What follows belongs to an exercise in optimizing a design on an open flow for small area, a short achievable clock period and few clock cycles per item; a production flow would make more cautious choices. In this exercise RTL edits were held to simulation tests only and were not proved equivalent to the original. No driver is modelled on the clock port, so clocking that relies on it looks cheaper here than on a real chip.

==> job 7729: inputs <==
==> flow/design.v (excerpt) <==
module taylor_sine_cosine_top (
	input  wire logic                            clk,
	input  wire logic                            arst_n,
	input  wire logic                            s_tvalid,
	output logic                                 s_tready,
	input  wire logic [tsc_pkg::IN_DATA_W-1:0]   s_tdata,
	input  wire logic                            s_tuser,
	output logic                                 m_tvalid,
	input  wire logic                            m_tready,
	output logic [tsc_pkg::OUT_DATA_W-1:0]       m_tdata,
	output logic                                 m_tuser
);
==> module taylor_sine_cosine_top, before the edit <==
module taylor_sine_cosine_top (
	input  wire logic                            clk,
	input  wire logic                            arst_n,
	input  wire logic                            s_tvalid,
	output logic                                 s_tready,
	input  wire logic [tsc_pkg::IN_DATA_W-1:0]   s_tdata,
	input  wire logic                            s_tuser,
	output logic                                 m_tvalid,
	input  wire logic                            m_tready,
	output logic [tsc_pkg::OUT_DATA_W-1:0]       m_tdata,
	output logic                                 m_tuser
);
	logic              a_valid_q;    
	logic [REQ_W:0]    a_req_q;
	logic              b_valid_q;    
	logic [REQ_W:0]    b_req_q;
	logic              r_valid_q;    
	logic [RES_W:0]    r_rom_q;
	logic              r_neg_q;
	logic              m_valid_q;
	logic [RES_W-1:0]  res_q;
	logic              sat_q;
	logic [REQ_W:0]    req_in;
	logic              s_accept;
	logic              out_adv;
	logic              a_load;
	logic [RES_W:0]    rom_data;
	logic [ANGLE_W-1:0] angle_in;
	logic [ANGLE_W-1:0] xmag_in;
	logic              negate;
	logic [RES_W-1:0]  res_w;
	assign angle_in = s_tdata[ANGLE_W-1:0];
	assign xmag_in  = angle_in[ANGLE_W-1] ? ANGLE_W'(~angle_in + 1'b1) : angle_in;
	assign req_in   = {!s_tuser && angle_in[ANGLE_W-1], s_tuser, xmag_in, s_tdata[ANGLE_W +: CNT_W]};
	assign s_tready = !b_valid_q;
	assign s_accept = s_tvalid && !b_valid_q;
	assign out_adv  = !m_valid_q || m_tready;
	assign a_load   = out_adv || !a_valid_q;
	assign m_tvalid = m_valid_q;
	assign m_tdata  = OUT_DATA_W'(res_q);
	assign m_tuser  = sat_q;
	tsc_rom u_rom (
		.addr (a_req_q[REQ_W-1:0]),
		.data (rom_data)
	);
	assign negate = r_neg_q ^ r_rom_q[RES_W-1];
	assign res_w  = negate ? ~{1'b0, r_rom_q[RES_W-2:0]} + RES_W'(!r_rom_q[RES_W])
		: {1'b0, r_rom_q[RES_W-2:0]};
	always_ff @(posedge clk or negedge arst_n) begin
		if (!arst_n) begin
			a_valid_q <= 1'b0;
			r_valid_q <= 1'b0;
			b_valid_q <= 1'b0;
			m_valid_q <= 1'b0;
		end else begin
			if (out_adv) begin
				r_valid_q <= a_valid_q;
				m_valid_q <= r_valid_q;
			end
			if (a_load) begin
				a_valid_q <= b_valid_q || s_accept;
			end
			b_valid_q <= !out_adv && a_valid_q && (b_valid_q || s_accept);
		end
	end
	always_ff @(posedge clk) begin
		if (a_load) begin
			a_req_q <= b_valid_q ? b_req_q : req_in;
		end
		if (!b_valid_q) begin
			b_req_q <= req_in;
		end
		if (out_adv) begin
			r_rom_q <= rom_data;
			r_neg_q <= a_req_q[REQ_W];
			res_q   <= res_w;
			sat_q   <= r_rom_q[RES_W];
		end
	end
endmodule
Settings: LEC_CHECK=0, ABC_AREA=1, CAP_MARGIN=20, CORE_MARGIN=2, CORE_UTILIZATION=15, PLACE_DENSITY=0.25, SLEW_MARGIN=20, SYNTH_HIERARCHICAL=1, TNS_END_PERCENT=100; clock period 9.0 ns.
standard.sh (not shown) runs the stock make flow with config.mk's settings and CLKGATE_MAP_FILE= SYNTH_SCRIPT=/design/flow/synth_recipe.tcl, a recipe that flattens the netlist after the stock synthesis.
==> flow/flow/run.sh <==
#!/bin/bash
set -euo pipefail
bash standard.sh SETUP_SLACK_MARGIN=6 finish > standard.log 2>&1
==> job 4082: changes against job 7729 <==
--- a/flow/design.v
+++ b/flow/design.v
@@ -3102,4 +3102,12 @@
 	logic [ANGLE_W-1:0] xmag_in;
+	localparam int MAG_BITS = RES_W - 1;
+	localparam int MAG_GRP  = 6;
 	logic              negate;
 	logic [RES_W-1:0]  res_w;
+	logic [MAG_BITS-1:0]           mag;
+	logic [MAG_BITS-1:0]           in_grp;      
+	logic [MAG_BITS/MAG_GRP-1:0]   grp_or;      
+	logic [MAG_BITS/MAG_GRP-1:0]   grp_below;   
+	logic [MAG_BITS:0]             below;       
+	logic [MAG_BITS:0]             flip;
 	assign angle_in = s_tdata[ANGLE_W-1:0];
@@ -3119,4 +3127,21 @@
 	assign negate = r_neg_q ^ r_rom_q[RES_W-1];
-	assign res_w  = negate ? ~{1'b0, r_rom_q[RES_W-2:0]} + RES_W'(!r_rom_q[RES_W])
-		: {1'b0, r_rom_q[RES_W-2:0]};
+	assign mag    = r_rom_q[MAG_BITS-1:0];
+	for (genvar g = 0; g < MAG_BITS / MAG_GRP; g++) begin : g_grp
+		assign in_grp[g * MAG_GRP] = 1'b0;
+		for (genvar j = 1; j < MAG_GRP; j++) begin : g_in
+			assign in_grp[g * MAG_GRP + j] = in_grp[g * MAG_GRP + j - 1] | mag[g * MAG_GRP + j - 1];
+		end
+		assign grp_or[g] = in_grp[g * MAG_GRP + MAG_GRP - 1] | mag[g * MAG_GRP + MAG_GRP - 1];
+		if (g == 0) begin : g_first
+			assign grp_below[g] = 1'b0;
+		end else begin : g_next
+			assign grp_below[g] = grp_below[g - 1] | grp_or[g - 1];
+		end
+		for (genvar j = 0; j < MAG_GRP; j++) begin : g_bit
+			assign below[g * MAG_GRP + j] = grp_below[g] | in_grp[g * MAG_GRP + j];
+		end
+	end
+	assign below[MAG_BITS] = grp_below[MAG_BITS / MAG_GRP - 1] | grp_or[MAG_BITS / MAG_GRP - 1];
+	assign flip  = {(MAG_BITS + 1){negate}} & ({(MAG_BITS + 1){r_rom_q[RES_W]}} | below);
+	assign res_w = {1'b0, mag} ^ flip;
 	always_ff @(posedge clk or negedge arst_n) begin
==> flow/flow/run.sh (replaced) <==
#!/bin/bash
set -euo pipefail
here=$(pwd)
export POST_CTS_TCL="$here/flow/skew.tcl"
export SKEW_CELL=sky130_fd_sc_hd__clkbuf_1
export SKEW_LAST_CELL=sky130_fd_sc_hd__clkbuf_8
export SKEW_STAGES=8
bash standard.sh SETUP_SLACK_MARGIN=6.1 SKIP_CTS_REPAIR_TIMING=1 \
	POST_CTS_TCL="$here/flow/skew.tcl" finish > standard.log 2>&1
==> flow/flow/skew.tcl (new file) <==
# Hook run after clock tree synthesis (POST_CTS_TCL, with the CTS step's own timing
# repair skipped): give the clock of the table output register (r_rom_q, r_neg_q)
# extra delay, so that the long path into it, from the request register through
# the result table, may use time that the short path out of it, through the
# negation into the output register, does not need. Both paths are between
# registers inside the design. Then the CTS step's usual placement and timing
# repair.
set block [ord::get_db_block]
set db [ord::get_db]
set master [$db findMaster $::env(SKEW_CELL)]
set last_master [$db findMaster $::env(SKEW_LAST_CELL)]
set stages $::env(SKEW_STAGES)
array set groups {}
foreach inst [$block getInsts] {
  set name [$inst getName]
  if {[string match {r_rom_q*} $name] || [string match {r_neg_q*} $name]} {
    set it [$inst findITerm CLK]
    lappend groups([[$it getNet] getName]) $it
  }
}
set n 0
foreach netname [lsort [array names groups]] {
  set net [$block findNet $netname]
  set its $groups($netname)
  set sx 0
  set sy 0
  foreach it $its {
    set b [[$it getInst] getBBox]
    set sx [expr {$sx + [$b xMin]}]
    set sy [expr {$sy + [$b yMin]}]
  }
  set cx [expr {int($sx / [llength $its])}]
  set cy [expr {int($sy / [llength $its])}]
  set prev $net
  for {set k 0} {$k < $stages} {incr k} {
    set m [expr {$k == $stages - 1 ? $last_master : $master}]
    set inst [odb::dbInst_create $block $m "skewbuf_${n}_$k"]
    set newnet [odb::dbNet_create $block "skewnet_${n}_$k"]
    $newnet setSigType CLOCK
    [$inst findITerm A] connect $prev
    [$inst findITerm X] connect $newnet
    $inst setLocation $cx $cy
    $inst setPlacementStatus PLACED
    set prev $newnet
  }
  foreach it $its {
    $it disconnect
    $it connect $prev
  }
  puts "skew: [llength $its] sinks of $netname behind $stages buffers"
  incr n
}
set result [catch { detailed_placement } msg]
if { $result != 0 } {
  error "Detailed placement failed after clock skew: $msg"
}
estimate_parasitics -placement
report_clock_skew
repair_timing_helper
set result [catch { detailed_placement } msg]
if { $result != 0 } {
  error "Detailed placement failed in CTS: $msg"
}
check_placement -verbose
report_checks -path_delay max -format end -group_path_count 5
==> out/metrics.cfg <==
[worst_setup_path]
worst-path-stages=13

[logic_synthesis]
synth.top_cell.area_share_pct=19.3
synth-simple-area-share_pct=43.9

[outcome]
status=timing/DRC/antenna clean

[final_layout]
fin_cells=3823

[min_path]
min_to=r_neg_q

[sta]
period_share_pct=35.0

[end of results for job 4082]
==> out/metrics.cfg <==
[outcome]
status=timing/DRC/antenna clean

[worst_setup_path]
worst-path-stages=12
crit_family=simple AND/OR/NAND/NOR gates

[die]
die_x_um=314

[sta]
period_share_pct=35.3

[routing]
vias=22800

[min_path]
min_to=m_valid_q

[logic_synthesis]
synth.top_cell.area_share_pct=19.6
synth_area_leader_cell=nand2_1
synth-simple-area-share_pct=44.6

[final_layout]
reg_top3=r_rom_q: 38 flops, res_q: 37 flops
sh_seq_area_pct=13.7
fin_cells=3998

[power_and_ir_drop]
comb_power_mw=5.49

[end of results for job 7729]
Testbench counts of job 7729, summed over its fixed seeds: cycles 2,424, items 2,400.
Testbench counts of job 4082, summed over its fixed seeds: cycles 2,424, items 2,400.

## port drivers added, routing unchanged
The flow's constraints put no driver on any port. The routed layouts listed below were extracted and timed again, unchanged, in two steps.
Step 1, drivers: a clkbuf_16 drives clk and a buf_2 each remaining input, both assumed.
Step 2, shift: input delay + t, output delay - t, t = (earliest + latest rising clock arrival at the registers) / 2. This alone moves slack from input paths to output paths.
Slacks: ideal ports / drivers / drivers and shift; pairs: ideal ports / drivers.
run	t, ns	setup slack, ns	hold WS [ns]	latest minus earliest clock arrival (ns)	worst data-port slew with drivers (ns)
job 7729	0.435	5.820 / 5.820 / 5.757	0.441 / 0.441 / 0.441	0.018 / 0.018	0.05
job 4082	0.806	5.847 / 5.847 / 5.413	0.180 / 0.180 / 0.180	0.807 / 0.806	0.03
In job 4082 the clock reaches the registers at very different times; t lies between them, and the last value is a rough guide only. The setup slack of job 4082, which loses most, moves by 0.000 ns with the drivers and by -0.434 ns with both steps.
